Source: an optimization exercise on an open RTL-to-GDS flow (aim: small area). Production flows keep margins and buffers that such runs may drop.
The RTL was checked by simulation tests, not by an equivalence proof against the original design.
Power and IR drop assume default switching activity.

Setup of rev 12:
==> flow/design.v <==
package period_meter_pkg;
    localparam int unsigned CNT_W_DEF = 16;
    localparam logic [CNT_W_DEF-1:0] CNT_MAX = {CNT_W_DEF{1'b1}};
endpackage
module period_meter_ch #(
    parameter int unsigned CNT_W = period_meter_pkg::CNT_W_DEF
) (
    input  logic             clk_i,
    input  logic             rst_i,
    input  logic             blk_i,
    input  logic             sig_i,
    output logic [CNT_W-1:0] per_o,
    output logic [CNT_W-1:0] high_o,
    output logic             lat_o,
    output logic             stall_o
);
    logic             s1_q, s2_q, s3_q;
    logic             run_q, lat_q;
    logic             sat, stall;
    logic [CNT_W-1:0] cnt_q, cnt_d;
    logic [CNT_W-1:0] hcap_q;
    logic [CNT_W-1:0] per_q, high_q;
    logic             rise;
    logic             inc;
    assign rise  = s2_q & ~s3_q;
    assign sat   = &cnt_q;
    assign stall = run_q & sat;
    assign inc   = ~sat;
    for (genvar i = 0; i < CNT_W; i++) begin : gen_cnt
        if (i == 0) begin : g0
            assign cnt_d[i] = rise | (cnt_q[i] ^ inc);
        end else begin : gi
            assign cnt_d[i] = ~rise & (cnt_q[i] ^ (inc & (&cnt_q[i-1:0])));
        end
    end
    always_ff @(posedge clk_i) begin
        s1_q <= sig_i & ~rst_i;
        s2_q <= s1_q;
        s3_q <= s2_q;
    end
    always_ff @(posedge clk_i) begin
        cnt_q <= cnt_d;
        if (s2_q) hcap_q <= cnt_d;
        if (rise) per_q <= cnt_q;
        if (rise && run_q) high_q <= hcap_q;
    end
    always_ff @(posedge clk_i) begin
        if (rst_i) begin
            run_q   <= 1'b0;
            lat_q   <= 1'b0;
        end else begin
            run_q   <= run_q | (rise & ~blk_i);
            lat_q   <= lat_q | (rise & run_q);
        end
    end
    assign per_o   = per_q;
    assign high_o  = high_q;
    assign lat_o   = lat_q;
    assign stall_o = stall;
endmodule
module multi_period_meter #(
    parameter int unsigned NB_CH = 24,
    parameter int unsigned CNT_W = period_meter_pkg::CNT_W_DEF,
    parameter int unsigned CH_W  = (NB_CH > 1) ? $clog2(NB_CH) : 1
) (
    input  logic             ClkIn,
    input  logic             Reset,
    input  logic [NB_CH-1:0] SigIn,
    input  logic             RdReq,
    input  logic [CH_W-1:0]  RdChan,
    output logic             RdAck,
    output logic [CNT_W-1:0] RdPeriod,
    output logic [CNT_W-1:0] RdHigh,
    output logic             RdValid,
    output logic             RdOvf
);
    logic [CNT_W-1:0] ch_per  [NB_CH];
    logic [CNT_W-1:0] ch_high [NB_CH];
    logic [NB_CH-1:0] ch_lat;
    logic [NB_CH-1:0] ch_stall;
    logic blk_q;
    always_ff @(posedge ClkIn) blk_q <= Reset;
    for (genvar g = 0; g < NB_CH; g++) begin : gen_ch
        period_meter_ch #(
            .CNT_W (CNT_W)
        ) u_ch (
            .clk_i    (ClkIn),
            .rst_i    (Reset),
            .blk_i    (blk_q),
            .sig_i    (SigIn[g]),
            .per_o    (ch_per[g]),
            .high_o   (ch_high[g]),
            .lat_o    (ch_lat[g]),
            .stall_o  (ch_stall[g])
        );
    end
    logic [CNT_W-1:0] sel_per;
    logic [CNT_W-1:0] sel_high;
    logic             sel_lat;
    logic             sel_stall;
    always_comb begin
        sel_per   = '0;
        sel_high  = '0;
        sel_lat   = 1'b0;
        sel_stall = 1'b0;
        for (int i = 0; i < NB_CH; i++) begin
            if (RdChan == CH_W'(i)) begin
                sel_per   = sel_per   | ch_per[i];
                sel_high  = sel_high  | ch_high[i];
                sel_lat   = sel_lat   | ch_lat[i];
                sel_stall = sel_stall | ch_stall[i];
            end
        end
    end
    logic             rd_ack_q;
    logic [CNT_W-1:0] rd_period_q;
    logic [CNT_W-1:0] rd_high_q;
    logic             rd_valid_q;
    logic             rd_ovf_q;
    always_ff @(posedge ClkIn) begin
        if (Reset) begin
            rd_ack_q    <= 1'b0;
            rd_period_q <= '0;
            rd_high_q   <= '0;
            rd_valid_q  <= 1'b0;
            rd_ovf_q    <= 1'b0;
        end else begin
            rd_ack_q <= RdReq;
            if (RdReq) begin
                rd_period_q <= sel_lat ? sel_per  : '0;
                rd_high_q   <= sel_lat ? sel_high : '0;
                rd_valid_q  <= sel_lat & ~sel_stall;
                rd_ovf_q    <= sel_stall;
            end
        end
    end
    assign RdAck    = rd_ack_q;
    assign RdPeriod = rd_period_q;
    assign RdHigh   = rd_high_q;
    assign RdValid  = rd_valid_q;
    assign RdOvf    = rd_ovf_q;
endmodule
clock: 5.0 ns
lec_check: 0
cap_margin: 20
core_margin: 2
core_utilization: 50
cts_buf_list: sky130_fd_sc_hd__clkbuf_8
cts_cluster_diameter: 70
cts_cluster_size: 16
gpl_timing_driven: 0
slew_margin: 20
standard.sh (not shown) runs the stock make flow with config.mk's settings and CLKGATE_MAP_FILE= SYNTH_SCRIPT=/design/flow/synth_recipe.tcl, a recipe that flattens the netlist after the stock synthesis.
==> flow/flow/run.sh <==
#!/bin/bash
# The standard layout (standard.sh), with two changes made through the
# environment that ORFS reads:
#   - CTS without dummy loads (same clustering and buffer as config.mk);
#   - the port buffers are the smallest buffer, sky130_fd_sc_hd__buf_1.
# standard.sh's full output (synthesis through the final report) is in
# standard.log here; ORFS's per-step logs are under orfs/logs/.
set -o pipefail
export CTS_ARGS="-sink_clustering_enable -repair_clock_nets -buf_list sky130_fd_sc_hd__clkbuf_8 -sink_clustering_size 16 -sink_clustering_max_diameter 70 -dont_use_dummy_load"
export BUFFER_PORTS_ARGS="-buffer_cell sky130_fd_sc_hd__buf_1"
bash standard.sh > standard.log 2>&1
What rev 13 does differently from rev 12 at the input level:
-- flow/design.v --
<<< rev 12, line 27
    assign stall = run_q & sat;
    assign inc   = ~sat;
    for (genvar i = 0; i < CNT_W; i++) begin : gen_cnt
        if (i == 0) begin : g0
            assign cnt_d[i] = rise | (cnt_q[i] ^ inc);
        end else begin : gi
            assign cnt_d[i] = ~rise & (cnt_q[i] ^ (inc & (&cnt_q[i-1:0])));
        end
    end
>>> rev 13, line 27
    assign stall = run_q & sat;
    assign inc   = ~sat;
    logic [CNT_W:0] cy;
    assign cy[0] = inc;
    for (genvar i = 0; i < CNT_W; i++) begin : gen_cnt
        assign cy[i+1] = cy[i] & cnt_q[i];
        if (i == 0) begin : g0
            assign cnt_d[i] = rise | (cnt_q[i] ^ cy[i]);
        end else begin : gi
            assign cnt_d[i] = ~(rise | (cnt_q[i] ~^ cy[i]));
        end
    end
Rev 13 vs rev 12: detail-routed via count per cell up. Sort rev 13 and rev 12 by highest clock rate, descending, and rev 12 comes first. For the routed wire length, rev 13 came in 13,000 µm higher than rev 12 did. In the flow results for rev 13 and rev 12, the proportion of power drawn by combinational gates is larger on rev 12. According to the power report, total power for rev 13 is lower than for rev 12.

[port drivers added, routing unchanged]
In the flow no input, the clock included, has a driving cell. The finished layouts below were timed again as built, in two steps.
Step 1 assumes that a clkbuf_16 drives the clock port and a buf_2 every other input.
Step 2 times the ports against the registers' clock, not the clock port: input delays grow and output delays shrink by t, the midpoint of the rising clock arrivals with the driver on.
a / b / c = ideal / step 1 / step 2; a / b = the first two.
| run | t (ns) | slack for setup (ns) | clock arrival spread, ns | worst register clock-pin slew, ns | worst slew at a driven data input, ns |
|---|---|---|---|---|---|
| rev 12 | 0.866 | 0.661 / 0.704 / -0.162 | 0.081 / 0.080 | 0.12 / 0.12 | 0.13 |
| rev 13 | 0.911 | 0.258 / 0.258 / 0.226 | 0.076 / 0.076 | 0.12 / 0.12 | 0.13 |
Met with ideal ports but missed after step 2: setup timing in rev 12. The setup slack of rev 12, which loses most, moves by +0.043 ns with the drivers and by -0.823 ns with both steps.
